This is an optimization exercise on Yosys and OpenROAD, whose aim is small area, a short achievable clock period and few clock cycles per item, not a production implementation. Only simulation tests tie the RTL to the original design; equivalence was not proved. No activity file was given, so power comes from the tool's default toggle rates.

==> flow/config.mk <==
export PLATFORM = sky130hd
export DESIGN_NAME = merge_sort_tree
export DESIGN_NICKNAME = merge_sort_tree
export VERILOG_FILES = /design/flow/design.v
export SDC_FILE = /design/flow/constraint.sdc
export NUM_CORES = 4
export LEC_CHECK = 0
export CAP_MARGIN = 20
export CORE_MARGIN = 2
export CORE_UTILIZATION = 40
export SLEW_MARGIN = 20
==> flow/constraint.sdc <==
create_clock -name core_clock -period 4.5 [get_ports {CLK}]
set_input_delay 0.9000 -clock core_clock [delete_from_list [all_inputs] [get_ports {CLK}]]
set_output_delay 0.9000 -clock core_clock [all_outputs]
set_load 0.01 [all_outputs]
==> flow/design.v <==
package merge_sort_pkg;
  typedef struct packed {
    logic [32-1:0] key;
    logic [32-1:0] value;
  } record_t;
  typedef struct packed {
    logic [2-1:0] way;
    record_t                        rec;
  } in_beat_t;
endpackage
`timescale 1ns/1ps
module record_fifo #(
  parameter int DEPTH_LOG = 2
) (
  input  logic                    CLK,
  input  logic                    RST,
  input  logic                    i_enq,
  input  logic                    i_deq,
  input  merge_sort_pkg::record_t i_rec,
  output merge_sort_pkg::record_t o_head,
  output logic                    o_emp,
  output logic                    o_full
);
  localparam int DEPTH = 2 ** DEPTH_LOG;
  localparam int PTR_W = (DEPTH_LOG > 0) ? DEPTH_LOG : 1;
  localparam logic [PTR_W-1:0] LAST_PTR = PTR_W'(DEPTH - 1);
  localparam logic [DEPTH_LOG:0] FULL_CNT = (DEPTH_LOG + 1)'(DEPTH);
  logic [32+32-1:0] mem [0:DEPTH-1];
  logic [PTR_W-1:0]     head_ptr;
  logic [PTR_W-1:0]     tail_ptr;
  logic [DEPTH_LOG:0]   count;
  function automatic logic [PTR_W-1:0] ptr_inc(input logic [PTR_W-1:0] ptr);
    if (ptr == LAST_PTR) begin
      ptr_inc = '0;
    end else begin
      ptr_inc = ptr + 1'b1;
    end
  endfunction
  assign o_head = mem[head_ptr];
  assign o_emp  = (count == '0);
  assign o_full = (count == FULL_CNT);
  always_ff @(posedge CLK) begin
    if (i_enq) begin
      mem[tail_ptr] <= i_rec;
    end
  end
  always_ff @(posedge CLK) begin
    if (RST) begin
      head_ptr <= '0;
      tail_ptr <= '0;
      count    <= '0;
    end else begin
      if (i_enq) begin
        tail_ptr <= ptr_inc(tail_ptr);
      end
      if (i_deq) begin
        head_ptr <= ptr_inc(head_ptr);
      end
      case ({i_enq, i_deq})
        2'b10:   count <= count + 1'b1;
        2'b01:   count <= count - 1'b1;
        default: count <= count;
      endcase
    end
  end
endmodule
`timescale 1ns/1ps
module leaf_buffers (
  input  logic                                   CLK,
  input  logic                                   RST,
  input  logic                                   i_in_valid,
  input  merge_sort_pkg::in_beat_t               i_in_beat,
  input  logic [(1 << 2)-1:0]  i_deq,
  output wire [(1 << 2)*(32+32)-1:0] o_heads,
  output wire [(1 << 2)-1:0]   o_emp,
  output wire [(1 << 2)-1:0]   o_way_full
);
  localparam int NUM_WAYS = 1 << 2;
  localparam int REC_W    = 32 + 32;
  logic [NUM_WAYS-1:0] way_enq;
  merge_sort_pkg::record_t             beat_rec;
  assign beat_rec = i_in_beat.rec;
  always_comb begin
    way_enq = '0;
    way_enq[i_in_beat.way] = i_in_valid;
  end
  for (genvar w = 0; w < NUM_WAYS; w++) begin : g_way
    record_fifo u_way_fifo (
      .CLK    (CLK),
      .RST    (RST),
      .i_enq  (way_enq[w]),
      .i_deq  (i_deq[w]),
      .i_rec  (beat_rec),
      .o_head (o_heads[w*REC_W +: REC_W]),
      .o_emp  (o_emp[w]),
      .o_full (o_way_full[w])
    );
  end
endmodule
`timescale 1ns/1ps
module merge_node (
  input  logic                    CLK,
  input  logic                    RST,
  input  merge_sort_pkg::record_t i_head0,
  input  merge_sort_pkg::record_t i_head1,
  input  logic                    i_emp0,
  input  logic                    i_emp1,
  input  logic                    i_deq,
  output logic                    o_deq0,
  output logic                    o_deq1,
  output merge_sort_pkg::record_t o_head,
  output logic                    o_emp
);
  logic    fire;
  logic    take0;
  logic    out_full;
  merge_sort_pkg::record_t win_rec;
  assign fire = !i_emp0 && !i_emp1 && !out_full;
  assign take0 = (i_head0.key < i_head1.key);
  assign o_deq0  = fire && take0;
  assign o_deq1  = fire && !take0;
  assign win_rec = take0 ? i_head0 : i_head1;
  record_fifo u_out_fifo (
    .CLK    (CLK),
    .RST    (RST),
    .i_enq  (fire),
    .i_deq  (i_deq),
    .i_rec  (win_rec),
    .o_head (o_head),
    .o_emp  (o_emp),
    .o_full (out_full)
  );
endmodule
`timescale 1ns/1ps
module sorted_output (
  input  logic                    CLK,
  input  logic                    RST,
  input  merge_sort_pkg::record_t i_head,
  input  logic                    i_emp,
  input  logic                    i_out_full,
  output logic                    o_deq,
  output merge_sort_pkg::record_t o_out_rec,
  output logic                    o_out_valid
);
  logic have_out;
  assign o_deq = !i_emp && !i_out_full;
  always_ff @(posedge CLK) begin
    if (o_deq) begin
      o_out_rec <= i_head;
    end
  end
  always_ff @(posedge CLK) begin
    if (RST) begin
      o_out_valid <= 1'b0;
      have_out    <= 1'b0;
    end else begin
      o_out_valid <= o_deq;
      if (o_deq) begin
        have_out <= 1'b1;
      end
    end
  end
endmodule
`timescale 1ns/1ps
module merge_sort_tree (
  input  logic                                   CLK,
  input  logic                                   RST,
  input  logic                                   i_in_valid,
  input  logic [2+32+32-1:0] i_in_beat,
  output wire [(1 << 2)-1:0]   o_way_full,
  input  logic                                   i_out_full,
  output logic [32+32-1:0] o_out_rec,
  output logic                                   o_out_valid
);
  localparam int NUM_WAYS = 1 << 2;
  localparam int REC_W    = 32 + 32;
  wire [NUM_WAYS*REC_W-1:0] way_head;
  wire [NUM_WAYS-1:0]       way_emp;
  wire [NUM_WAYS-1:0]       way_deq;
  merge_sort_pkg::record_t a_head;
  logic    a_emp;
  logic    a_deq;
  merge_sort_pkg::record_t b_head;
  logic    b_emp;
  logic    b_deq;
  merge_sort_pkg::record_t root_head;
  logic    root_emp;
  logic    root_deq;
  leaf_buffers u_leaf_buffers (
    .CLK        (CLK),
    .RST        (RST),
    .i_in_valid (i_in_valid),
    .i_in_beat  (i_in_beat),
    .i_deq      (way_deq),
    .o_heads    (way_head),
    .o_emp      (way_emp),
    .o_way_full (o_way_full)
  );
  merge_node node_a (
    .CLK     (CLK),
    .RST     (RST),
    .i_head0 (way_head[0*REC_W +: REC_W]),
    .i_head1 (way_head[1*REC_W +: REC_W]),
    .i_emp0  (way_emp[0]),
    .i_emp1  (way_emp[1]),
    .i_deq   (a_deq),
    .o_deq0  (way_deq[0]),
    .o_deq1  (way_deq[1]),
    .o_head  (a_head),
    .o_emp   (a_emp)
  );
  merge_node node_b (
    .CLK     (CLK),
    .RST     (RST),
    .i_head0 (way_head[2*REC_W +: REC_W]),
    .i_head1 (way_head[3*REC_W +: REC_W]),
    .i_emp0  (way_emp[2]),
    .i_emp1  (way_emp[3]),
    .i_deq   (b_deq),
    .o_deq0  (way_deq[2]),
    .o_deq1  (way_deq[3]),
    .o_head  (b_head),
    .o_emp   (b_emp)
  );
  merge_node node_root (
    .CLK     (CLK),
    .RST     (RST),
    .i_head0 (a_head),
    .i_head1 (b_head),
    .i_emp0  (a_emp),
    .i_emp1  (b_emp),
    .i_deq   (root_deq),
    .o_deq0  (a_deq),
    .o_deq1  (b_deq),
    .o_head  (root_head),
    .o_emp   (root_emp)
  );
  sorted_output u_sorted_output (
    .CLK         (CLK),
    .RST         (RST),
    .i_head      (root_head),
    .i_emp       (root_emp),
    .i_out_full  (i_out_full),
    .o_deq       (root_deq),
    .o_out_rec   (o_out_rec),
    .o_out_valid (o_out_valid)
  );
endmodule
==> flow/run.sh <==
#!/bin/bash
# synth_recipe.tcl (not shown) runs the flow's synth.tcl, then flattens the netlist and writes it again
# the make line also repeats each setting of config.mk as NAME=value (left out here)
make -C /OpenROAD-flow-scripts/flow DESIGN_CONFIG=/design/flow/config.mk WORK_HOME=/design/flow/orfs CLKGATE_MAP_FILE= SYNTH_SCRIPT=/design/flow/synth_recipe.tcl finish
==> results.sh, run 1 <==
export IMPL_hpwl_um=112000
export IMPL_yosysTopAreaCellShare_pct=74.4
export IMPL_met3_usage_pct=2.77
export IMPL_wl_um=176000
export IMPL_synth_commonest_cells="edfxtp_1, mux4_2, mux2_4"
export IMPL_fin_hold_ws_ps=486
export IMPL_core_region_area_um2=186000
export IMPL_grt_ovfl_total=0
export IMPL_start_util_pct=40.3
export IMPL_io_buffers=138
export IMPL_async_flop_share_pct=0
export IMPL_fin_crit_sh_pct=98.1
export IMPL_gp_congestion=0.774
export IMPL_die_h_um=437
export IMPL_clkLatencyLatePin_ps=830
export IMPL_path_cells="buf_4 > buf_4 > mux4_2 > ha_1 > a21oi_2 > a21oi_1 > buf_4 > o311ai_1 > o221ai_4 > nor2_4 > buf_4 > buf_16 > mux2_4"
export IMPL_critPathRequiredTime_ps=5030
export IMPL_drcViolationCount=0
export IMPL_ctsHtreeMaxLevel=4
export IMPL_rr_worst_depth=13
export IMPL_drive_gt1_share_pct=29.6
export IMPL_antenna_found_initial=13
export IMPL_dieArea_um2=191000
export IMPL_grt_max_degree=61
export IMPL_ir_drop_v=0.000304
export IMPL_seq_area_frac_synth_pct=76.0
export IMPL_max_clock_freq_ghz=0.227
export IMPL_grt_pass1_wl_um=254000
export IMPL_drv_slew=0
export IMPL_drt_pass1_iter_count=5
export IMPL_crit_family="compound AO/OA/AOI/OAI gates"
export IMPL_setup_violations=0
export IMPL_fin_worst_skew_ps=48.9
export IMPL_die_width_um=437
export IMPL_netlist_top_cells_area="edfxtp_1, mux4_2, mux2_4"
export IMPL_path_max_fanout=27
export IMPL_num_rows=158
export IMPL_relSlewSlack_pct=35.4
export IMPL_syn_num_nets=3551
export IMPL_outcome="timing/DRC/antenna clean"
export IMPL_yosysMostFrequentCell="edfxtp_1"
export IMPL_via_count=34384
export IMPL_arrival_ps=4940
export IMPL_crit_cells=13
export IMPL_post_place_ws_ps=-276
export IMPL_layout_area_overhead_vs_synth_pct=17.1
export IMPL_rsz0062_at_grt="yes"
export IMPL_clock_path_buffers=3
export IMPL_cts_buffers=195
export IMPL_grt_usage_pct=18.4
export IMPL_fin_ws_ps=85.0
export IMPL_power_total_mw=36.5
export IMPL_p_per_area_nw_per_um2=415
export IMPL_io_pins=139
export IMPL_synth_edf_count=1856
export IMPL_syn_instance_count=3338
export IMPL_synth_largest_area_cell="edfxtp_1"
export IMPL_netlist_area_um2=75000
export IMPL_grtUsageMet1_pct=24.7
export IMPL_cts_tree="done"
export IMPL_finalNonFillerCells=6408
export IMPL_critPathSlowestCell="mux4_2"
export IMPL_ys_flop_type="edfxtp_1"
export IMPL_use_met2_pct=31.8
export IMPL_start_kind="flop"
export IMPL_cellLeakagePower_nw=28.2
export IMPL_ys_types=50
export IMPL_fin_crit_ps=4410
export IMPL_setup_tns_ps=0
export IMPL_hold_buffers=0
export IMPL_hold_depth=2
export IMPL_finalHoldViolCount=0
export IMPL_synth_seq_cells=1918
export IMPL_grt_busiest_layer="met2"
export IMPL_ff2ff_setup_slack_ps=90
export IMPL_initialDrtViolationCount=3219
export IMPL_cp_common_cell="buf_4"
export IMPL_wl_per_cell_um=27.5
export IMPL_yosys_warnings=3
export IMPL_syn_area_per_cell_um2=22.5
export IMPL_ant_nets=0
export IMPL_max_cap_violations=0
export IMPL_path_buf_inv=5
export IMPL_worstHoldPathType="flop to flop"
export IMPL_avgViaCountPerCell=5.37
export IMPL_clkSinkCount=1918
export IMPL_cts_root_buf="clkbuf_16"
export IMPL_finalNetCount=3974
export IMPL_dp_cells=6007
export IMPL_max_stage_delay_ps=540
export IMPL_tightest_slew_ps=967
export IMPL_criticalPathCategory="flop to flop"
export IMPL_clkSlewWorstSetupHoldPaths_ps=60
export IMPL_critPathCaptureType="flop"
export IMPL_grt_pass1_vias=35713
final timing paths:
path                                                     from                           end
worst min-delay path            node_a.u_out_fifo.head_ptr[1]                          flop
worst max register to register                           flop  node_a.u_out_fifo.mem[3][42]
worst min register to register  node_a.u_out_fifo.head_ptr[1]                          flop
worst max-delay path                                     flop  node_a.u_out_fifo.mem[3][42]
sequential cells by signal, summed over array words and instances, names as in the netlist, named ones only:
register	cells
node_root.u_out_fifo.mem	256
u_leaf_buffers.g_way.u_way_fifo.head_ptr	8
node_b.u_out_fifo.mem	256
u_sorted_output.o_out_valid	1
u_leaf_buffers.g_way.u_way_fifo.tail_ptr	8
node_root.u_out_fifo.count	3
node_a.u_out_fifo.count	3
u_leaf_buffers.g_way.u_way_fifo.count	12
node_root.u_out_fifo.tail_ptr	2
node_a.u_out_fifo.tail_ptr	2
u_leaf_buffers.g_way.u_way_fifo.mem	1024
node_b.u_out_fifo.head_ptr	2
node_b.u_out_fifo.tail_ptr	2
node_a.u_out_fifo.mem	256
node_b.u_out_fifo.count	3
u_sorted_output.o_out_rec	64
node_root.u_out_fifo.head_ptr	2
node_a.u_out_fifo.head_ptr	2
per-layer routing:
layer | vias up | part of all wire [%]
li1 | 14701 | -
met1 | 18629 | 43
met2 | 836 | 51
met3 | 216 | 4.5
met4 | 2 | 1.6
met5 | - | 0.0074
power by group:
group	switching [mW]	internal, mW
clock network	6.69	9.10
logic	0.582	0.389
registers	0.0302	19.7
total	7.31	29.2
worst min-delay path: stages, from the launching register on:
cell and delay, ps:
dfxtp_1 310, nand2_1 50, mux2i_1 70
cell type report:
cell class,instances,area (um^2)
Fill cell,15211,98000
Sequential cell,1918,57000
Multi-Input combinational cell,1145,17000
Clock buffer,241,5190
Timing Repair Buffer,360,3840
Tap cell,2480,3100
Clock inverter,122,1090
Inverter,141,529
Antenna cell,1,2.50
metrics by stage:
stage          area [um^2]  util, %
6_report             87800     47.2
5_1_grt              87800     47.2
4_1_cts              87400     47.0
3_5_place_dp         81100     43.6
3_3_place_gp         81100     43.6
2_1_floorplan        75000        -
cell usage in the layout (no fill, tap or decap), types with 8 or more instances in the layout:
| cell | instances |
|---|---|
| xor2_1 | 11 |
| mux2_4 | 147 |
| edfxtp_1 | 1856 |
| mux2i_1 | 9 |
| dfxtp_4 | 14 |
| a211oi_1 | 10 |
| nand2_1 | 41 |
| ha_1 | 133 |
| buf_4 | 160 |
| clkbuf_16 | 202 |
| and2_4 | 16 |
| mux4_2 | 448 |
| o311ai_1 | 8 |
| mux2_1 | 48 |
| clkdlybuf4s50_1 | 137 |
| nor2_1 | 51 |
| dfxtp_1 | 48 |
| clkinv_2 | 38 |
| nor2_4 | 16 |
| o21ai_0 | 19 |
| nand3_1 | 21 |
| nand4_1 | 17 |
| a21oi_1 | 51 |
| clkinv_1 | 50 |
| clkbuf_1 | 37 |
| nor3_1 | 18 |
| buf_12 | 56 |
| bufinv_16 | 16 |
| inv_1 | 140 |
repair_timing:
item / CTS / global route
resized for setup: 4 / 13
setup endpoints to repair: 285 / 15
pin swaps: 2 / 12
cloned: 0 / 3
setup buffers: 2 / 33
cells by family (layout without fill, tap and decap cells):
logic type	count (synthesis)	in the layout	synth area share [%]
compound gates	113	113	1.02
fa+ha+maj	143	143	2.46
other cells	0	1	0
buf+inv	275	864	1.61
mux	652	652	17.2
xor+xnor	14	14	0.164
flops	1918	1918	76.0
simple gates	223	223	1.49
Testbench counts, summed over its fixed seeds: cycles 27,111, items 24,565.
==> run 2, diff against run 1 <==
==> flow/design.v (replaced) <==
package merge_sort_pkg;
  typedef struct packed {
    logic [32-1:0] key;
    logic [32-1:0] value;
  } record_t;
  typedef struct packed {
    logic [2-1:0] way;
    record_t                        rec;
  } in_beat_t;
endpackage
`timescale 1ns/1ps
module merge_sort_tree (
  input  logic                                   CLK,
  input  logic                                   RST,
  input  logic                                   i_in_valid,
  input  logic [2+32+32-1:0] i_in_beat,
  output wire [(1 << 2)-1:0]   o_way_full,
  input  logic                                   i_out_full,
  output logic [32+32-1:0] o_out_rec,
  output logic                                   o_out_valid
);
  localparam int KW    = 32;
  localparam int REC_W = 32 + 32;
  logic [REC_W-1:0] head [0:3];    
  logic [3:0]       hv;            
  logic [3:0]       sel;           
  logic             bef [0:3][0:3];  
  logic             full_prev;     
  wire [1:0]       in_way = i_in_beat[REC_W +: 2];
  wire [KW-1:0]    in_key = i_in_beat[REC_W-1 -: KW];
  wire [3:0]       we;
  wire             pop;
  logic [3:0]      in_bef;         
  logic            nb [0:3][0:3];  
  logic [3:0]      sel_nxt;
  assign pop = (&hv) & !full_prev;
  for (genvar w = 0; w < 4; w++) begin : g_we
    assign we[w] = i_in_valid && (in_way == w);
    assign o_way_full[w] = hv[w] && !(pop && sel[w]);
  end
  always_comb begin
    o_out_rec = '0;
    for (int w = 0; w < 4; w++) begin
      if (sel[w]) o_out_rec = o_out_rec | head[w];
    end
  end
  assign o_out_valid = pop;
  always_comb begin
    for (int j = 0; j < 4; j++) begin
      in_bef[j] = (in_key < head[j][REC_W-1 -: KW]) ||
                  ((in_key == head[j][REC_W-1 -: KW]) && (in_way > j));
    end
  end
  always_comb begin
    for (int i = 0; i < 4; i++) begin
      nb[i][i] = 1'b1;
      for (int j = i + 1; j < 4; j++) begin
        if (we[i])      nb[i][j] = in_bef[j];
        else if (we[j]) nb[i][j] = !in_bef[i];
        else            nb[i][j] = bef[i][j];
        nb[j][i] = !nb[i][j];
      end
    end
    for (int i = 0; i < 4; i++) begin
      sel_nxt[i] = 1'b1;
      for (int j = 0; j < 4; j++) begin
        if (j != i) sel_nxt[i] = sel_nxt[i] & nb[i][j];
      end
    end
  end
  always_ff @(posedge CLK) begin
    for (int w = 0; w < 4; w++) begin
      if (we[w]) head[w] <= i_in_beat[REC_W-1:0];
    end
    for (int i = 0; i < 4; i++) begin
      for (int j = i + 1; j < 4; j++) begin
        bef[i][j] <= nb[i][j];
      end
    end
    sel       <= sel_nxt;
    full_prev <= i_out_full;
  end
  always_ff @(posedge CLK) begin
    if (RST) begin
      hv <= '0;
    end else begin
      hv <= we | (hv & ~({4{pop}} & sel));
    end
  end
endmodule
--- a/flow/config.mk
+++ b/flow/config.mk
@@ -7,5 +7,7 @@
 export LEC_CHECK = 0
 export CAP_MARGIN = 20
 export CORE_MARGIN = 2
-export CORE_UTILIZATION = 40
+export CORE_UTILIZATION = 60
+export CTS_BUF_LIST = sky130_fd_sc_hd__clkbuf_4 sky130_fd_sc_hd__clkbuf_8
+export SETUP_SLACK_MARGIN = 1.2
 export SLEW_MARGIN = 20
==> results.sh, run 2 <==
export IMPL_outcome="timing/DRC/antenna clean"
export IMPL_synth_commonest_cells="edfxtp_1, inv_1, a22oi_1"
export IMPL_dieArea_um2=22500
export IMPL_yosysMostFrequentCell="edfxtp_1"
export IMPL_clkLatencyLatePin_ps=560
export IMPL_fin_crit_sh_pct=71.3
export IMPL_synth_top_family_by_area="compound AO/OA/AOI/OAI gates"
export IMPL_antenna_found_initial=0
export IMPL_fin_crit_ps=3210
export IMPL_netlist_area_um2=12800
export IMPL_via_count=8578
export IMPL_p_per_area_nw_per_um2=401
export IMPL_finalHoldViolCount=0
export IMPL_async_flop_share_pct=0
export IMPL_die_h_um=150
export IMPL_num_rows=53
export IMPL_path_max_fanout=8
export IMPL_path_cells="clkdlybuf4s50_1 > ha_1 > nand4_1 > nor4_1 > o31ai_1 > a32o_1 > o22ai_1 > o21bai_4 > and3b_1"
export IMPL_max_cap_violations=0
export IMPL_start_util_pct=61.0
export IMPL_wl_per_cell_um=19.8
export IMPL_synth_largest_area_cell="edfxtp_1"
export IMPL_power_total_mw=6.23
export IMPL_hpwl_um=19000
export IMPL_top_register="head"
export IMPL_critPathSlowestCell="nor4_1"
export IMPL_grt_pass1_vias=8491
export IMPL_syn_instance_count=997
export IMPL_synth_simple_area_share_pct=6.97
export IMPL_final_util_pct=73.9
export IMPL_drv_slew=0
export IMPL_relSlewSlack_pct=50.0
export IMPL_clock_path_buffers=3
export IMPL_fin_area_um2=15500
export IMPL_clkSinkCount=271
export IMPL_max_stage_delay_ps=620
export IMPL_synth_mux_area_share_pct=0
export IMPL_die_width_um=150
export IMPL_gp_congestion=0.830
export IMPL_start_kind="primary input"
export IMPL_largest_reg_flops=256
export IMPL_syn_area_per_cell_um2=12.9
export IMPL_drt_pass1_iter_count=5
export IMPL_fin_ws_ps=1290
export IMPL_ant_nets=0
export IMPL_avgViaCountPerCell=5.82
export IMPL_grt_max_degree=58
export IMPL_initialDrtViolationCount=637
export IMPL_dpl_instance_area_um2=14600
export IMPL_grt_usage_pct=25.8
export IMPL_yosys_warnings=4
export IMPL_wl_um=29200
export IMPL_syn_num_nets=1194
export IMPL_io_pins=139
export IMPL_seq_area_frac_synth_pct=62.3
export IMPL_ir_drop_v=0.000281
export IMPL_synth_compound_area_share_pct=13.6
export IMPL_setup_tns_ps=0
export IMPL_drive_gt1_share_pct=9.43
export IMPL_grt_ovfl_total=0
export IMPL_finalNetCount=1364
export IMPL_final_common_cell="edfxtp_1"
export IMPL_criticalPathCategory="primary input to flop"
export IMPL_finalNonFillerCells=1474
export IMPL_critPathCaptureType="flop"
export IMPL_synth_seq_cells=271
export IMPL_ys_types=54
export IMPL_ctsHtreeMaxLevel=2
export IMPL_fin_hold_ws_ps=478
export IMPL_worstHoldPathType="flop to flop"
export IMPL_layout_common_cells="edfxtp_1, clkdlybuf4s50_1, inv_1"
export IMPL_core_region_area_um2=21000
export IMPL_post_place_ws_ps=712
export IMPL_dp_cells=1396
export IMPL_tightest_slew_ps=749
export IMPL_io_buffers=138
export IMPL_cellLeakagePower_nw=6.24
export IMPL_top_regs="head (256), bef (6)"
export IMPL_cts_buffers=43
export IMPL_setup_violations=0
export IMPL_netlist_top_cells_area="edfxtp_1, ha_1, a22oi_1"
export IMPL_max_clock_freq_ghz=0.312
export IMPL_fin_worst_skew_ps=23.0
export IMPL_rsz0062_at_grt="yes"
export IMPL_critPathRequiredTime_ps=5000
export IMPL_hold_buffers=0
export IMPL_arrival_ps=3700
export IMPL_layout_area_overhead_vs_synth_pct=21.2
export IMPL_synth_xor_area_share_pct=0
export IMPL_clkSlewWorstSetupHoldPaths_ps=60
export IMPL_grt_pass1_wl_um=44400
export IMPL_ys_flop_type="edfxtp_1"
export IMPL_synth_adder_area_share_pct=12.4
export IMPL_synth_edf_count=256
export IMPL_drcViolationCount=0
export IMPL_yosysTopAreaCellShare_pct=60.0
export IMPL_cts_root_buf="clkbuf_8"
export IMPL_cts_tree="done"
run 2: cell types whose count changed after synthesis, moves of 14 or more:
cell      before  now
a22oi_1        1  128
dfxtp_1       62   15
edfxtp_1    1856  256
mux4_2       448    0
buf_2         16    0
nor2_1        66   27
clkbuf_1      70   18
nand2_1       41   99
buf_6         18    0
mux2_4       147    0
mux2_1        48    0
buf_1         25   11
and2_1        16    0
run 2: timing repair:
item | CTS | global route
pin swaps | 0 | 0
setup buffers | 0 | 1
hold endpoints to repair | 0 | 0
gates resized for setup | 3 | 6
setup endpoints to repair | 59 | 28
run 2: routing by layer:
layer  track usage [%]  wire, um  part of all wire [%]
met5                 0         0                     0
met1              35.0     12400                    42
met3              4.58      1990                   6.8
met4              7.92       595                   2.0
met2              42.8     14200                    49
run 2: area by class of cell:
cell class	count	area, um^2
sequential	271	8000
fill	1426	5490
multi-input combinational	565	4250
timing repair buffer	154	1570
clock buffer	66	783
inverter	132	495
tap	275	344
clock inverter	10	86.3
antenna	1	2.50
run 2: kinds of logic after synthesis:
group           Yosys count
buf+inv                 161
fa+ha+maj               127
flops                   271
compound gates          245
simple gates            193
run 2: path summary, 6_finish.rpt:
path / cells after the start / end / slack [ps] / start
max: 9 / sel[0] / 1290 / i_in_beat[62]
min: 2 / bef[11] / 480 / bef[11]
min reg2reg: 2 / bef[11] / 480 / bef[11]
max reg2reg: 9 / sel[0] / 1980 / head[0][62]
run 2: worst max-delay path: cells and delay by family:
kind / cells / cell delay, ps
simple gates: 3 / 980
fa+ha+maj: 1 / 420
buf+inv: 1 / 600
compound gates: 4 / 790
run 2: where the power goes:
part           switching (mW)  internal [mW]
Clock                   0.919           1.17
Combinational           0.590          0.552
Sequential             0.0880           2.91
Total                    1.60           4.63
Testbench counts of run 2, summed over its fixed seeds: cycles 25,077, items 24,565.
==> run 3, diff against run 2 <==
--- a/flow/config.mk
+++ b/flow/config.mk
@@ -7,7 +7,5 @@
 export LEC_CHECK = 0
 export CAP_MARGIN = 20
 export CORE_MARGIN = 2
-export CORE_UTILIZATION = 60
-export CTS_BUF_LIST = sky130_fd_sc_hd__clkbuf_4 sky130_fd_sc_hd__clkbuf_8
-export SETUP_SLACK_MARGIN = 1.2
+export CORE_UTILIZATION = 40
 export SLEW_MARGIN = 20
==> results.sh, run 3 <==
export IMPL_grt_usage_pct=18.4
export IMPL_fin_crit_ps=3490
export IMPL_setup_tns_ps=0
export IMPL_antenna_found_initial=0
export IMPL_tightest_slew_ps=854
export IMPL_core_region_area_um2=31600
export IMPL_p_per_area_nw_per_um2=411
export IMPL_critPathCaptureType="flop"
export IMPL_worstHoldPathType="flop to flop"
export IMPL_setup_violations=0
export IMPL_arrival_ps=3980
export IMPL_critPathRequiredTime_ps=4990
export IMPL_largest_reg_flops=256
export IMPL_cts_tree="done"
export IMPL_die_width_um=183
export IMPL_finalNetCount=1347
export IMPL_cp_common_cell="o21ai_0"
export IMPL_n_fill_cell=2806
export IMPL_finalHoldViolCount=0
export IMPL_hold_buffers=0
export IMPL_path_max_fanout=8
export IMPL_synth_edf_count=256
export IMPL_synth_seq_cells=271
export IMPL_cts_resized=0
export IMPL_ys_flop_type="edfxtp_1"
export IMPL_fin_crit_sh_pct=77.5
export IMPL_hpwl_um=20100
export IMPL_start_kind="primary input"
export IMPL_path_cells="clkdlybuf4s50_1 > ha_1 > nand4_1 > nor4_1 > o31ai_1 > a32o_1 > o21ai_0 > o21ai_0 > and3b_1"
export IMPL_async_flop_share_pct=0
export IMPL_via_count=8335
export IMPL_grt_max_degree=53
export IMPL_wl_per_cell_um=19.4
export IMPL_fin_hold_ws_ps=480
export IMPL_cts_root_buf="clkbuf_16"
export IMPL_drive_gt1_share_pct=6.73
export IMPL_dp_cells=1521
export IMPL_avgViaCountPerCell=5.29
export IMPL_postCtsSetupBuffers=0
export IMPL_clkSinkCount=271
export IMPL_seq_area_frac_synth_pct=62.3
export IMPL_synth_commonest_cells="edfxtp_1, inv_1, a22oi_1"
export IMPL_criticalPathCategory="primary input to flop"
export IMPL_power_total_mw=6.47
export IMPL_grt_pass1_wl_um=48100
export IMPL_grt_pass1_vias=8746
export IMPL_ant_nets=0
export IMPL_relSlewSlack_pct=42.5
export IMPL_max_cap_violations=0
export IMPL_drv_slew=0
export IMPL_path_buf_inv=1
export IMPL_netlist_top_cells_area="edfxtp_1, ha_1, a22oi_1"
export IMPL_ys_types=54
export IMPL_clkSlewWorstSetupHoldPaths_ps=70
export IMPL_yosysTopAreaCellShare_pct=60.0
export IMPL_max_stage_delay_ps=800
export IMPL_finalNonFillerCells=1575
export IMPL_num_rows=65
export IMPL_layout_area_overhead_vs_synth_pct=22.7
export IMPL_syn_instance_count=997
export IMPL_dieArea_um2=33500
export IMPL_layout_common_cells="edfxtp_1, clkdlybuf4s50_1, inv_1"
export IMPL_gp_congestion=0.798
export IMPL_drcViolationCount=0
export IMPL_yosys_warnings=4
export IMPL_final_common_cell="edfxtp_1"
export IMPL_start_util_pct=40.6
export IMPL_die_h_um=183
export IMPL_ctsHtreeMaxLevel=1
export IMPL_max_clock_freq_ghz=0.287
export IMPL_outcome="timing/DRC/antenna clean"
export IMPL_initialDrtViolationCount=516
export IMPL_yosysMostFrequentCell="edfxtp_1"
export IMPL_rsz0062_at_grt="no"
export IMPL_antennaDiodeCount=0
export IMPL_io_buffers=138
export IMPL_syn_num_nets=1194
export IMPL_clkLatencyLatePin_ps=550
export IMPL_top_regs="head (256), bef (6)"
export IMPL_post_place_ws_ps=654
export IMPL_wl_um=30600
export IMPL_fin_worst_skew_ps=10.6
export IMPL_synth_largest_area_cell="edfxtp_1"
export IMPL_clock_path_buffers=3
export IMPL_cellLeakagePower_nw=6.23
export IMPL_fin_ws_ps=1010
export IMPL_critPathSlowestCell="nor4_1"
export IMPL_drt_pass1_iter_count=5
export IMPL_crit_family="simple AND/OR/NAND/NOR gates"
export IMPL_top_register="head"
export IMPL_cts_buffers=29
export IMPL_io_pins=139
export IMPL_grt_ovfl_total=0
export IMPL_netlist_area_um2=12800
export IMPL_ir_drop_v=0.000309
export IMPL_syn_area_per_cell_um2=12.9
[run 3: cell counts after synthesis]
Identical to the previous run, type by type.
[run 3: metal layers]
| metal | vias up | track usage (%) | part of all wire [%] |
|---|---|---|---|
| li1 | 4063 | - | - |
| met1 | 4050 | 25.0 | 46 |
| met2 | 171 | 30.8 | 47 |
| met3 | 51 | 2.96 | 4.6 |
| met4 | 0 | 4.67 | 2.1 |
| met5 | - | 0 | 0 |
[run 3: area by class of cell]
type	instances	area [um^2]	share of cell area (%)
inverter	132	495	3.15
tap	402	503	3.20
timing repair buffer	151	1570	9.96
clock buffer	32	737	4.69
clock inverter	22	201	1.28
multi-input combinational	565	4230	26.9
sequential	271	7990	50.8
[run 3: kinds of logic (layout without fill, tap and decap cells)]
family          after synthesis  in the layout  synth area share (%)
compound gates              245            245                  13.6
buf+inv                     161            337                  4.72
flops                       271            271                  62.3
simple gates                193            193                  6.97
fa+ha+maj                   127            127                  12.4
[run 3: power by group]
group	leakage (nW)	total, mW	internal [mW]	switching, mW
Clock	0.464	2.33	1.36	0.976
Combinational	3.29	1.14	0.546	0.594
Sequential	2.48	2.99	2.91	0.0867
Total	6.23	6.47	4.81	1.66
[run 3: through the flow]
stage	utilization (%)	instance area, um^2
global route	49.8	15700
floorplan	-	12800
global placement	46.9	14800
CTS	49.8	15700
finish	49.8	15700
detailed placement	46.9	14800
[run 3: path summary, 6_finish.rpt]
kind	startpoint	to	slack, ps	cells past startpoint
worst min register to register	bef[11]	bef[11]	480	2
worst min-delay path	bef[11]	bef[11]	480	2
worst max-delay path	i_in_beat[62]	sel[0]	1010	9
worst max register to register	head[0][63]	sel[0]	1710	9
[run 3: worst min-delay path: cells and delay by family (launching register included)]
kind / cells / cell delay (ps)
DFF: 1 / 310
AOI/OAI and AO/OA: 1 / 90
and+or+nand+nor: 1 / 50
==> run 4, diff against run 3 <==
--- a/flow/design.v
+++ b/flow/design.v
@@ -33,6 +33,34 @@
   logic [3:0]      in_bef;         
   logic            nb [0:3][0:3];  
   logic [3:0]      sel_nxt;
+  function automatic logic key_before(input logic [KW-1:0] a,
+                                      input logic [KW-1:0] b,
+                                      input logic          tie);
+    logic [31:0] g0, p0;
+    logic [15:0] g1, p1;
+    logic [7:0]  g2, p2;
+    logic [3:0]  g3, p3;
+    logic [1:0]  g4, p4;
+    g0 = ~a & b;
+    p0 = ~a | b;
+    for (int i = 0; i < 16; i++) begin
+      g1[i] = g0[2*i+1] | (p0[2*i+1] & g0[2*i]);
+      p1[i] = p0[2*i+1] & p0[2*i];
+    end
+    for (int i = 0; i < 8; i++) begin
+      g2[i] = g1[2*i+1] | (p1[2*i+1] & g1[2*i]);
+      p2[i] = p1[2*i+1] & p1[2*i];
+    end
+    for (int i = 0; i < 4; i++) begin
+      g3[i] = g2[2*i+1] | (p2[2*i+1] & g2[2*i]);
+      p3[i] = p2[2*i+1] & p2[2*i];
+    end
+    for (int i = 0; i < 2; i++) begin
+      g4[i] = g3[2*i+1] | (p3[2*i+1] & g3[2*i]);
+      p4[i] = p3[2*i+1] & p3[2*i];
+    end
+    key_before = g4[1] | (p4[1] & (g4[0] | (p4[0] & tie)));
+  endfunction
   assign pop = (&hv) & !full_prev;
   for (genvar w = 0; w < 4; w++) begin : g_we
     assign we[w] = i_in_valid && (in_way == w);
@@ -47,8 +75,7 @@
   assign o_out_valid = pop;
   always_comb begin
     for (int j = 0; j < 4; j++) begin
-      in_bef[j] = (in_key < head[j][REC_W-1 -: KW]) ||
-                  ((in_key == head[j][REC_W-1 -: KW]) && (in_way > j));
+      in_bef[j] = key_before(in_key, head[j][REC_W-1 -: KW], in_way > j);
     end
   end
   always_comb begin
==> flow/flow/run.sh (new file) <==
#!/bin/bash
# The standard layout, with the port buffers made from plain buf_2 cells
# instead of the default delay buffer; every port still gets its buffer.
set -euo pipefail
bash standard.sh "BUFFER_PORTS_ARGS=-buffer_cell sky130_fd_sc_hd__buf_2" finish > flow_make.log 2>&1
==> flow/standard.sh (new file) <==
#!/bin/bash
# synth_recipe.tcl (not shown) runs the flow's synth.tcl, then flattens the netlist and writes it again
# the make line also repeats each setting of config.mk as NAME=value (left out here)
make -C /OpenROAD-flow-scripts/flow DESIGN_CONFIG=/design/flow/config.mk WORK_HOME=/design/flow/orfs CLKGATE_MAP_FILE= SYNTH_SCRIPT=/design/flow/synth_recipe.tcl "${@:-finish}"
--- a/flow/config.mk
+++ b/flow/config.mk
@@ -7,5 +7,7 @@
 export LEC_CHECK = 0
 export CAP_MARGIN = 20
 export CORE_MARGIN = 2
-export CORE_UTILIZATION = 40
+export CORE_UTILIZATION = 50
+export CTS_BUF_LIST = sky130_fd_sc_hd__clkbuf_4 sky130_fd_sc_hd__clkbuf_8
+export SETUP_SLACK_MARGIN = 1.0
 export SLEW_MARGIN = 20
removed: flow/run.sh
==> results.sh, run 4 <==
export IMPL_outcome="timing/DRC/antenna clean"
export IMPL_syn_instance_count=893
export IMPL_n_fill_cell=1959
export IMPL_pwr_share_comb_pct=15.0
export IMPL_sequentialPowerShare_pct=50.0
export IMPL_fin_crit_sh_pct=72.5
export IMPL_clkLatencyLatePin_ps=560
export IMPL_ctsHtreeMaxLevel=2
export IMPL_final_common_cell="edfxtp_1"
export IMPL_grt_ovfl_total=0
export IMPL_ys_flop_type="edfxtp_1"
export IMPL_synth_commonest_cells="edfxtp_1, a22oi_1, inv_1"
export IMPL_min_from="i_out_full"
export IMPL_largest_reg_flops=256
export IMPL_grt_usage_pct=24.2
export IMPL_ys_types=57
export IMPL_criticalPathCategory="primary input to flop"
export IMPL_io_pins=139
export IMPL_grt_pass1_wl_um=45700
export IMPL_drt_pass1_iter_count=7
export IMPL_io_buffers=138
export IMPL_die_width_um=157
export IMPL_synth_edf_count=256
export IMPL_cts_tree="done"
export IMPL_hold_buffers=0
export IMPL_gp_congestion=0.872
export IMPL_via_count=8206
export IMPL_p_per_area_nw_per_um2=441
export IMPL_grt_pass1_vias=8237
export IMPL_highest_layer="met5"
export IMPL_arrival_ps=3700
export IMPL_cts_resized=0
export IMPL_avgViaCountPerCell=5.81
export IMPL_hold_depth=1
export IMPL_multi_input_area_um2=3300
export IMPL_syn_area_per_cell_um2=13.1
export IMPL_yosysTopAreaCellShare_pct=65.5
export IMPL_grt_max_degree=60
export IMPL_netlist_area_um2=11700
export IMPL_layout_area_overhead_vs_synth_pct=17.1
export IMPL_seq_area_frac_synth_pct=68.1
export IMPL_power_total_mw=6.05
export IMPL_post_place_ws_ps=659
export IMPL_finalNetCount=1131
export IMPL_critPathCaptureType="flop"
export IMPL_drt_met1_wl_um=12700
export IMPL_wl_per_cell_um=21.1
export IMPL_setup_tns_ps=0
export IMPL_tightest_slew_ps=1000
export IMPL_met2_wirelength_um=14300
export IMPL_yosysMostFrequentCell="edfxtp_1"
export IMPL_ir_drop_v=0.000270
export IMPL_dieArea_um2=24700
export IMPL_layout_common_cells="edfxtp_1, a22oi_1, buf_2"
export IMPL_wl_um=29800
export IMPL_cellLeakagePower_nw=5.27
export IMPL_worstSetupEndpoint="sel[1]"
export IMPL_cts_buffers=46
export IMPL_finalHoldViolCount=0
export IMPL_fin_hold_ws_ps=438
export IMPL_top_regs="head (256), bef (6)"
export IMPL_start_util_pct=50.4
export IMPL_relSlewSlack_pct=33.2
export IMPL_synth_seq_cells=271
export IMPL_core_region_area_um2=23300
export IMPL_met3WireLength_um=2060
export IMPL_finalNonFillerCells=1412
export IMPL_r2r_end="sel[0]"
export IMPL_synth_largest_area_cell="edfxtp_1"
export IMPL_start_kind="primary input"
export IMPL_dp_cells=1332
export IMPL_intPower_mw=4.42
export IMPL_critPathRequiredTime_ps=4940
export IMPL_hpwl_um=18600
export IMPL_drv_slew=0
export IMPL_die_h_um=157
export IMPL_path_max_fanout=7
export IMPL_p_sw_mw=1.63
export IMPL_fin_ws_ps=1240
export IMPL_initialDrtViolationCount=620
export IMPL_worstHoldPathType="primary input to flop"
export IMPL_syn_num_nets=963
export IMPL_ant_nets=0
export IMPL_power_frac_clock_pct=35.0
export IMPL_path_cells="buf_2 > inv_1 > a2bb2oi_1 > o221ai_1 > nor4b_1 > nor4b_1 > o2111ai_1 > a32o_1 > a41o_1 > and3_1"
export IMPL_yosys_warnings=4
export IMPL_drcViolationCount=0
export IMPL_async_flop_share_pct=0
export IMPL_max_stage_delay_ps=650
export IMPL_p_sw_share_pct=27.0
export IMPL_critPathSlowestCell="nor4b_1"
export IMPL_clock_path_buffers=3
export IMPL_cts_root_buf="clkbuf_8"
export IMPL_antenna_found_initial=3
export IMPL_postCtsSetupBuffers=0
export IMPL_rsz0062_at_grt="no"
export IMPL_worstReg2RegStart="head[0][63]"
export IMPL_num_rows=56
export IMPL_max_cap_violations=0
export IMPL_cp_startpoint="i_in_beat[55]"
export IMPL_max_clock_freq_ghz=0.307
export IMPL_top_register="head"
export IMPL_fin_crit_ps=3260
export IMPL_rr_worst_depth=9
export IMPL_netlist_top_cells_area="edfxtp_1, a22oi_1, inv_1"
export IMPL_clkSinkCount=271
export IMPL_ff2ff_setup_slack_ps=1430
export IMPL_setup_violations=0
export IMPL_fin_worst_skew_ps=24.4
export IMPL_clkSlewWorstSetupHoldPaths_ps=50
export IMPL_drive_gt1_share_pct=22.3
export IMPL_regArea_um2=7990
export IMPL_cp_common_cell="nor4b_1"
run 4: cell count changes in the layout (fill, tap and decap cells not counted), moves of 15 or more:
cell,delta
buf_2,+138
nand2b_1,+16
maj3_1,+26
nand2_1,-16
clkbuf_16,-29
ha_1,-127
inv_1,-40
a222oi_1,+15
clkbuf_8,+50
a21oi_1,-17
nand4_1,-17
clkbuf_4,+17
clkdlybuf4s50_1,-138
run 4: power groups by stage:
stage	logic, mW	clock network (mW)	registers, mW
final	0.908	2.12	3.03
after global routing	1.00	2.28	3.04
after CTS	0.916	2.17	3.02
after detailed placement	0.912	0	3.08
after global placement	0.908	0	3.07
after floorplan	0.553	0	3.00
run 4: per-layer routing:
metal | GRT usage [%] | up-vias
met4 | 8.05 | 2
met1 | 32.0 | 4020
met2 | 39.6 | 285
met3 | 5.59 | 62
li1 | - | 3837
met5 | 0 | -
run 4: worst min-delay path by stage:
stage / to
finish: full_prev
global route: full_prev
CTS: full_prev
detailed placement: bef[11]
global placement: bef[11]
floorplan: bef[11]
run 4: cell type report:
| type | count | share of cell area (%) |
|---|---|---|
| Multi-Input combinational cell | 499 | 24.0 |
| Inverter | 91 | 2.49 |
| Tap cell | 319 | 2.91 |
| Antenna cell | 2 | 0.0364 |
| Clock buffer | 67 | 5.94 |
| Clock inverter | 11 | 0.464 |
| Sequential cell | 271 | 58.2 |
| Timing Repair Buffer | 152 | 5.97 |
run 4: logic make-up after synthesis:
family | Yosys count | share of synthesized area [%]
AOI/OAI and AO/OA | 290 | 18.2
DFF | 271 | 68.1
and+or+nand+nor | 179 | 7.14
buffers and inverters | 123 | 3.94
adders and majority gates | 29 | 2.51
muxes | 1 | 0.128
run 4: worst max-delay path, delay by kind of cell:
| kind | cells | cell delay [ps] |
|---|---|---|
| buffers and inverters | 2 | 370 |
| and+or+nand+nor | 3 | 1260 |
| AOI/OAI and AO/OA | 5 | 1160 |
run 4: metrics by stage:
step | utilization (%) | instance area, um^2
global route | 59.0 | 13700
finish | 59.1 | 13700
floorplan | - | 11800
detailed placement | 55.3 | 12900
CTS | 59.0 | 13700
global placement | 55.3 | 12900
Testbench counts of run 4, summed over its fixed seeds: cycles 25,077, items 24,565.
==> run 5, diff against run 4 <==
==> flow/flow/run.sh (replaced) <==
#!/bin/bash
# The standard layout, with the port buffers made from plain buf_1 cells
# instead of the default delay buffer; every port still gets its buffer.
set -euo pipefail
bash standard.sh "BUFFER_PORTS_ARGS=-buffer_cell sky130_fd_sc_hd__buf_1" finish > flow_make.log 2>&1
--- a/flow/config.mk
+++ b/flow/config.mk
@@ -7,7 +7,9 @@
 export LEC_CHECK = 0
 export CAP_MARGIN = 20
 export CORE_MARGIN = 2
-export CORE_UTILIZATION = 50
-export CTS_BUF_LIST = sky130_fd_sc_hd__clkbuf_4 sky130_fd_sc_hd__clkbuf_8
-export SETUP_SLACK_MARGIN = 1.0
+export CORE_UTILIZATION = 65
+export CTS_BUF_LIST = sky130_fd_sc_hd__clkbuf_8
+export CTS_CLUSTER_DIAMETER = 60
+export CTS_CLUSTER_SIZE = 16
+export SETUP_SLACK_MARGIN = 1.9
 export SLEW_MARGIN = 20
==> results.sh, run 5 <==
export IMPL_critPathSlowestCell="or4_4"
export IMPL_synth_largest_area_cell="edfxtp_1"
export IMPL_grt_pass1_wl_um=47400
export IMPL_io_buffers=138
export IMPL_met3_usage_pct=6.93
export IMPL_n_fill_cell=1141
export IMPL_critPathRequiredTime_ps=4960
export IMPL_antenna_found_initial=1
export IMPL_async_flop_share_pct=0
export IMPL_avgViaCountPerCell=6.60
export IMPL_rsz0062_at_grt="yes"
export IMPL_layout_common_cells="edfxtp_1, a22oi_1, buf_1"
export IMPL_netlist_top_cells_area="edfxtp_1, a22oi_1, inv_1"
export IMPL_max_clock_freq_ghz=0.350
export IMPL_start_kind="primary input"
export IMPL_layout_area_overhead_vs_synth_pct=15.8
export IMPL_grt_max_degree=45
export IMPL_setup_violations=0
export IMPL_worstHoldPathType="primary input to flop"
export IMPL_arrival_ps=3320
export IMPL_hold_buffers=0
export IMPL_netlist_area_um2=11700
export IMPL_synth_commonest_cells="edfxtp_1, a22oi_1, inv_1"
export IMPL_cts_buffers=21
export IMPL_critPathCaptureType="flop"
export IMPL_via_count=8628
export IMPL_path_buf_inv=2
export IMPL_synth_edf_count=256
export IMPL_drt_pass1_iter_count=8
export IMPL_initialDrtViolationCount=953
export IMPL_grtUsageMet1_pct=42.7
export IMPL_clkLatencyLatePin_ps=560
export IMPL_die_width_um=138
export IMPL_cts_root_buf="clkbuf_8"
export IMPL_tightest_slew_ps=1060
export IMPL_wl_per_cell_um=23.6
export IMPL_drcViolationCount=0
export IMPL_clock_path_buffers=3
export IMPL_max_stage_delay_ps=440
export IMPL_use_met2_pct=51.5
export IMPL_top_register="head"
export IMPL_yosys_warnings=4
export IMPL_ctsHtreeMaxLevel=1
export IMPL_gp_congestion=0.939
export IMPL_path_max_fanout=11
export IMPL_ys_flop_type="edfxtp_1"
export IMPL_fin_worst_skew_ps=17.6
export IMPL_fin_crit_sh_pct=63.5
export IMPL_start_util_pct=65.8
export IMPL_top_regs="head (256), bef (6)"
export IMPL_grt_usage_pct=31.9
export IMPL_grt_busiest_layer="met2"
export IMPL_ant_nets=0
export IMPL_max_cap_violations=0
export IMPL_syn_instance_count=893
export IMPL_ir_drop_v=0.000356
export IMPL_synth_seq_cells=271
export IMPL_outcome="timing/DRC/antenna clean"
export IMPL_finalNetCount=1131
export IMPL_seq_area_frac_synth_pct=68.1
export IMPL_yosysMostFrequentCell="edfxtp_1"
export IMPL_ys_types=57
export IMPL_drv_slew=0
export IMPL_criticalPathCategory="primary input to flop"
export IMPL_setup_tns_ps=0
export IMPL_yosysTopAreaCellShare_pct=65.5
export IMPL_relSlewSlack_pct=29.3
export IMPL_grt_ovfl_total=0
export IMPL_grt_pass1_vias=8596
export IMPL_p_per_area_nw_per_um2=397
export IMPL_crit_family="compound AO/OA/AOI/OAI gates"
export IMPL_syn_area_per_cell_um2=13.1
export IMPL_clkSinkCount=271
export IMPL_core_region_area_um2=17800
export IMPL_die_h_um=138
export IMPL_num_rows=49
export IMPL_cts_tree="done"
export IMPL_hpwl_um=17900
export IMPL_drive_gt1_share_pct=12.6
export IMPL_clkSlewWorstSetupHoldPaths_ps=100
export IMPL_finalHoldViolCount=0
export IMPL_power_total_mw=5.39
export IMPL_wl_um=30800
export IMPL_io_pins=139
export IMPL_path_cells="buf_2 > a222oi_1 > buf_4 > o2111ai_4 > or4_4 > a2111o_1 > and4_4 > mux2_4 > a21oi_4 > and3b_1"
export IMPL_syn_num_nets=963
export IMPL_final_common_cell="edfxtp_1"
export IMPL_largest_reg_flops=256
export IMPL_dieArea_um2=19100
export IMPL_fin_crit_ps=2860
export IMPL_cellLeakagePower_nw=4.87
run 5: cell types whose count changed in the layout (fill, tap and decap cells not counted), moves of 4 or more:
cell | before | now
clkbuf_4 | 17 | 0
buf_1 | 0 | 116
buf_12 | 2 | 10
dfxtp_2 | 4 | 0
clkinv_1 | 7 | 0
dfxtp_4 | 0 | 4
buf_4 | 12 | 28
inv_1 | 89 | 98
clkbuf_2 | 0 | 4
buf_2 | 138 | 14
clkinvlp_4 | 0 | 4
clkbuf_8 | 50 | 22
run 5: logic make-up after synthesis:
family | after synthesis | synth area share (%)
flops | 271 | 68.1
simple gates | 179 | 7.14
buf+inv | 123 | 3.94
mux | 1 | 0.128
fa+ha+maj | 29 | 2.51
compound gates | 290 | 18.2
run 5: area by class of cell:
cell class	instances	area [um^2]	share of cell area (%)
Clock buffer	22	303	2.23
Sequential cell	271	8000	58.9
Multi-Input combinational cell	499	3480	25.6
Antenna cell	2	5.00	0.0368
Clock inverter	16	121	0.893
Inverter	91	353	2.60
Timing Repair Buffer	177	1040	7.69
Tap cell	229	287	2.11
run 5: layer usage:
| layer | routed length (um) | part of all wire, % | vias to the layer above |
|---|---|---|---|
| met3 | 2670 | 8.7 | 102 |
| met5 | 0 | 0 | - |
| li1 | - | - | 3826 |
| met4 | 1330 | 4.3 | 0 |
| met2 | 15200 | 49 | 470 |
| met1 | 11700 | 38 | 4230 |
run 5: through the flow:
| stage | instance area, um^2 | hold slack (ps) | utilization (%) | worst slack, ps | instances |
|---|---|---|---|---|---|
| 2_1_floorplan | 11800 | 490 | - | 1420 | 893 |
| 3_3_place_gp | 12600 | 514 | 70.4 | 980 | 1235 |
| 3_5_place_dp | 12600 | 562 | 70.4 | 860 | 1235 |
| 4_1_cts | 13400 | 446 | 75.2 | 1740 | 1298 |
| 5_1_grt | 13600 | 452 | 76.2 | 1590 | 1305 |
| 6_report | 13600 | 476 | 76.2 | 1640 | 1307 |
run 5: worst paths after layout:
path,start,end,slack [ps],cells past startpoint
max,i_in_beat[59],sel[0],1640,10
max reg2reg,head[0][43],sel[0],1670,9
min,i_out_full,full_prev,480,1
min reg2reg,hv[1],hv[1],620,3
run 5: power breakdown:
group	total (mW)	switching, mW	internal [mW]
clock network	1.35	0.776	0.577
registers	2.99	0.0836	2.90
logic	1.05	0.660	0.392
run 5: what timing repair did:
item | 4_1_cts | 5_1_grt
setup buffers | 25 | 7
pin swaps | 14 | 9
setup endpoints to repair | 78 | 15
gates resized for setup | 34 | 28
==> run 6, diff against run 5 <==
--- a/flow/config.mk
+++ b/flow/config.mk
@@ -7,7 +7,7 @@
 export LEC_CHECK = 0
 export CAP_MARGIN = 20
 export CORE_MARGIN = 2
-export CORE_UTILIZATION = 65
+export CORE_UTILIZATION = 55
 export CTS_BUF_LIST = sky130_fd_sc_hd__clkbuf_8
 export CTS_CLUSTER_DIAMETER = 60
 export CTS_CLUSTER_SIZE = 16
==> results.sh, run 6 <==
export IMPL_layout_area_overhead_vs_synth_pct=16.1
export IMPL_critPathSlowestCell="or4_1"
export IMPL_synth_edf_count=256
export IMPL_clock_path_buffers=3
export IMPL_ys_flop_type="edfxtp_1"
export IMPL_grt_usage_pct=25.4
export IMPL_antenna_found_initial=0
export IMPL_fin_crit_sh_pct=63.2
export IMPL_io_pins=139
export IMPL_hold_buffers=0
export IMPL_worstReg2RegStart="head[0][43]"
export IMPL_tightest_slew_ps=732
export IMPL_drt_pass1_iter_count=5
export IMPL_die_width_um=150
export IMPL_start_kind="primary input"
export IMPL_cts_root_buf="clkbuf_8"
export IMPL_final_common_cell="edfxtp_1"
export IMPL_largest_reg_flops=256
export IMPL_ctsHtreeMaxLevel=1
export IMPL_netlist_area_um2=11700
export IMPL_critPathRequiredTime_ps=4940
export IMPL_hold_path_end="full_prev"
export IMPL_cellLeakagePower_nw=4.86
export IMPL_layout_common_cells="edfxtp_1, a22oi_1, buf_1"
export IMPL_drv_slew=0
export IMPL_syn_instance_count=893
export IMPL_path_cells="buf_8 > a222oi_1 > o221ai_1 > or4_1 > a2111o_1 > and4_4 > mux2_4 > a21oi_4 > and3b_1"
export IMPL_hold_depth=1
export IMPL_relSlewSlack_pct=51.1
export IMPL_clkSlewWorstSetupHoldPaths_ps=100
export IMPL_arrival_ps=3290
export IMPL_grt_pass1_wl_um=43600
export IMPL_max_stage_delay_ps=500
export IMPL_max_clock_freq_ghz=0.352
export IMPL_ant_nets=0
export IMPL_num_rows=53
export IMPL_ir_drop_v=0.000305
export IMPL_dieArea_um2=22500
export IMPL_clkSinkCount=271
export IMPL_r2r_end="sel[0]"
export IMPL_synth_seq_cells=271
export IMPL_fin_crit_ps=2840
export IMPL_fin_area_um2=13600
export IMPL_seq_area_frac_synth_pct=68.1
export IMPL_fin_worst_skew_ps=18.9
export IMPL_top_regs="head (256), bef (6)"
export IMPL_grt_ovfl_total=0
export IMPL_hpwl_um=18000
export IMPL_wl_per_cell_um=21.1
export IMPL_outcome="timing/DRC/antenna clean"
export IMPL_wl_um=28500
export IMPL_max_cap_violations=0
export IMPL_p_per_area_nw_per_um2=391
export IMPL_rsz0062_at_grt="yes"
export IMPL_dp_cells=1288
export IMPL_ys_types=57
export IMPL_die_h_um=150
export IMPL_worstHoldPathType="primary input to flop"
export IMPL_finalNetCount=1132
export IMPL_finalHoldViolCount=0
export IMPL_grt_pass1_vias=7922
export IMPL_dpl_instance_area_um2=12700
export IMPL_synth_largest_area_cell="edfxtp_1"
export IMPL_yosysTopAreaCellShare_pct=65.5
export IMPL_setup_tns_ps=0
export IMPL_yosysMostFrequentCell="edfxtp_1"
export IMPL_drcViolationCount=0
export IMPL_critPathCaptureType="flop"
export IMPL_clkLatencyLatePin_ps=540
export IMPL_cts_tree="done"
export IMPL_syn_num_nets=963
export IMPL_cts_buffers=23
export IMPL_grt_max_degree=53
export IMPL_gp_congestion=0.833
export IMPL_ff2ff_setup_slack_ps=1660
export IMPL_initialDrtViolationCount=625
export IMPL_drive_gt1_share_pct=14.7
export IMPL_top_register="head"
export IMPL_core_region_area_um2=21000
export IMPL_io_buffers=138
export IMPL_syn_area_per_cell_um2=13.1
export IMPL_avgViaCountPerCell=6.01
export IMPL_criticalPathCategory="primary input to flop"
export IMPL_min_from="i_out_full"
export IMPL_n_fill_cell=1647
export IMPL_via_count=8126
export IMPL_yosys_warnings=4
export IMPL_finalNonFillerCells=1353
export IMPL_rr_worst_depth=9
export IMPL_netlist_top_cells_area="edfxtp_1, a22oi_1, inv_1"
export IMPL_final_util_pct=65.0
export IMPL_path_max_fanout=3
export IMPL_synth_commonest_cells="edfxtp_1, a22oi_1, inv_1"
export IMPL_start_util_pct=56.0
export IMPL_power_total_mw=5.32
export IMPL_setup_violations=0
export IMPL_antennaDiodeCount=0
export IMPL_async_flop_share_pct=0
run 6: cell counts after synthesis:
Identical to the previous run, type by type.
run 6: layer usage:
metal | track usage, % | share of wire [%]
met1 | 35.2 | 43
met2 | 41.6 | 48
met4 | 6.18 | 1.5
met5 | 0 | 0
met3 | 5.06 | 7.3
run 6: cells by family (layout without fill, tap and decap cells):
group / after synthesis / in the layout / share of synthesized area, %
buffers and inverters: 123 / 308 / 3.94
adder cells (fa/ha/maj): 29 / 29 / 2.51
flip-flops: 271 / 271 / 68.1
AO/OA/AOI/OAI: 290 / 290 / 18.2
multiplexers: 1 / 1 / 0.128
AND/OR/NAND/NOR: 179 / 179 / 7.14
run 6: layout make-up:
cell class              count  area (um^2)  area share, %
clock inverters            16         90.1          0.661
well taps                 275          344           2.53
inverters                  91          353           2.59
clock buffers              25          344           2.53
multi-input cells         499         3510           25.8
repair buffers            176          976           7.17
flip-flops and latches    271         8000           58.8
run 6: repair_timing:
item                                    in CTS  in global routing
setup buffers                               20                  4
endpoints found under the setup margin      78                 54
resized for setup                           69                 33
pin swaps                                   21                  6
run 6: worst max-delay path: cells and delay by family:
family,cells,cell delay [ps]
AOI/OAI and AO/OA,4,1150
muxes,1,270
buffers and inverters,1,90
and+or+nand+nor,3,860
run 6: how the worst max path moves through the flow:
stage / slack, ps / start / endpoint
3_3_place_gp: 870 / i_in_beat[55] / sel[1]
6_report: 1660 / i_in_beat[43] / sel[0]
3_5_place_dp: 780 / i_in_beat[51] / sel[2]
5_1_grt: 1590 / head[0][43] / sel[0]
4_1_cts: 1740 / i_in_beat[47] / sel[0]
2_1_floorplan: 1420 / i_in_beat[46] / sel[0]
run 6: stage by stage:
stage               hold slack, ps  setup WS, ps
floorplan                      490          1420
global placement               512           874
detailed placement             516           784
CTS                            424          1740
global route                   453          1590
finish                         445          1660
run 6: report_power, final:
| part | switching (mW) | total, mW | internal (mW) |
|---|---|---|---|
| Clock | 0.802 | 1.33 | 0.531 |
| Sequential | 0.0793 | 2.98 | 2.90 |
| Combinational | 0.626 | 1.00 | 0.378 |

-- static timing again, ports no longer ideal --
How much do the figures lean on ideal ports? The routed layouts below were timed once more, with nothing changed but the port constraints.
Step 1: set_driving_cell puts a clkbuf_16 on CLK and a buf_2 on each other input, an assumption about the parent block.
Step 2 also shifts input and output timing later by t, the mid clock arrival at the registers, as if the neighbouring blocks saw the same clock.
Slacks: ideal / step 1 / step 2; pairs: ideal / step 1.
run | t, ns | slack for setup (ns) | worst setup path after step 2
run 1 | 0.887 | 0.085 / 0.085 / 0.085 | register to register
run 2 | 0.597 | 1.293 / 1.260 / 0.718 | input to register
run 3 | 0.597 | 1.014 / 1.040 / 0.444 | input to register
run 4 | 0.589 | 1.239 / 1.214 / 0.671 | input to register
run 5 | 0.595 | 1.641 / 1.654 / 1.060 | input to register
run 6 | 0.575 | 1.655 / 1.650 / 1.074 | input to register
After both steps setup and hold are still met in every run listed.
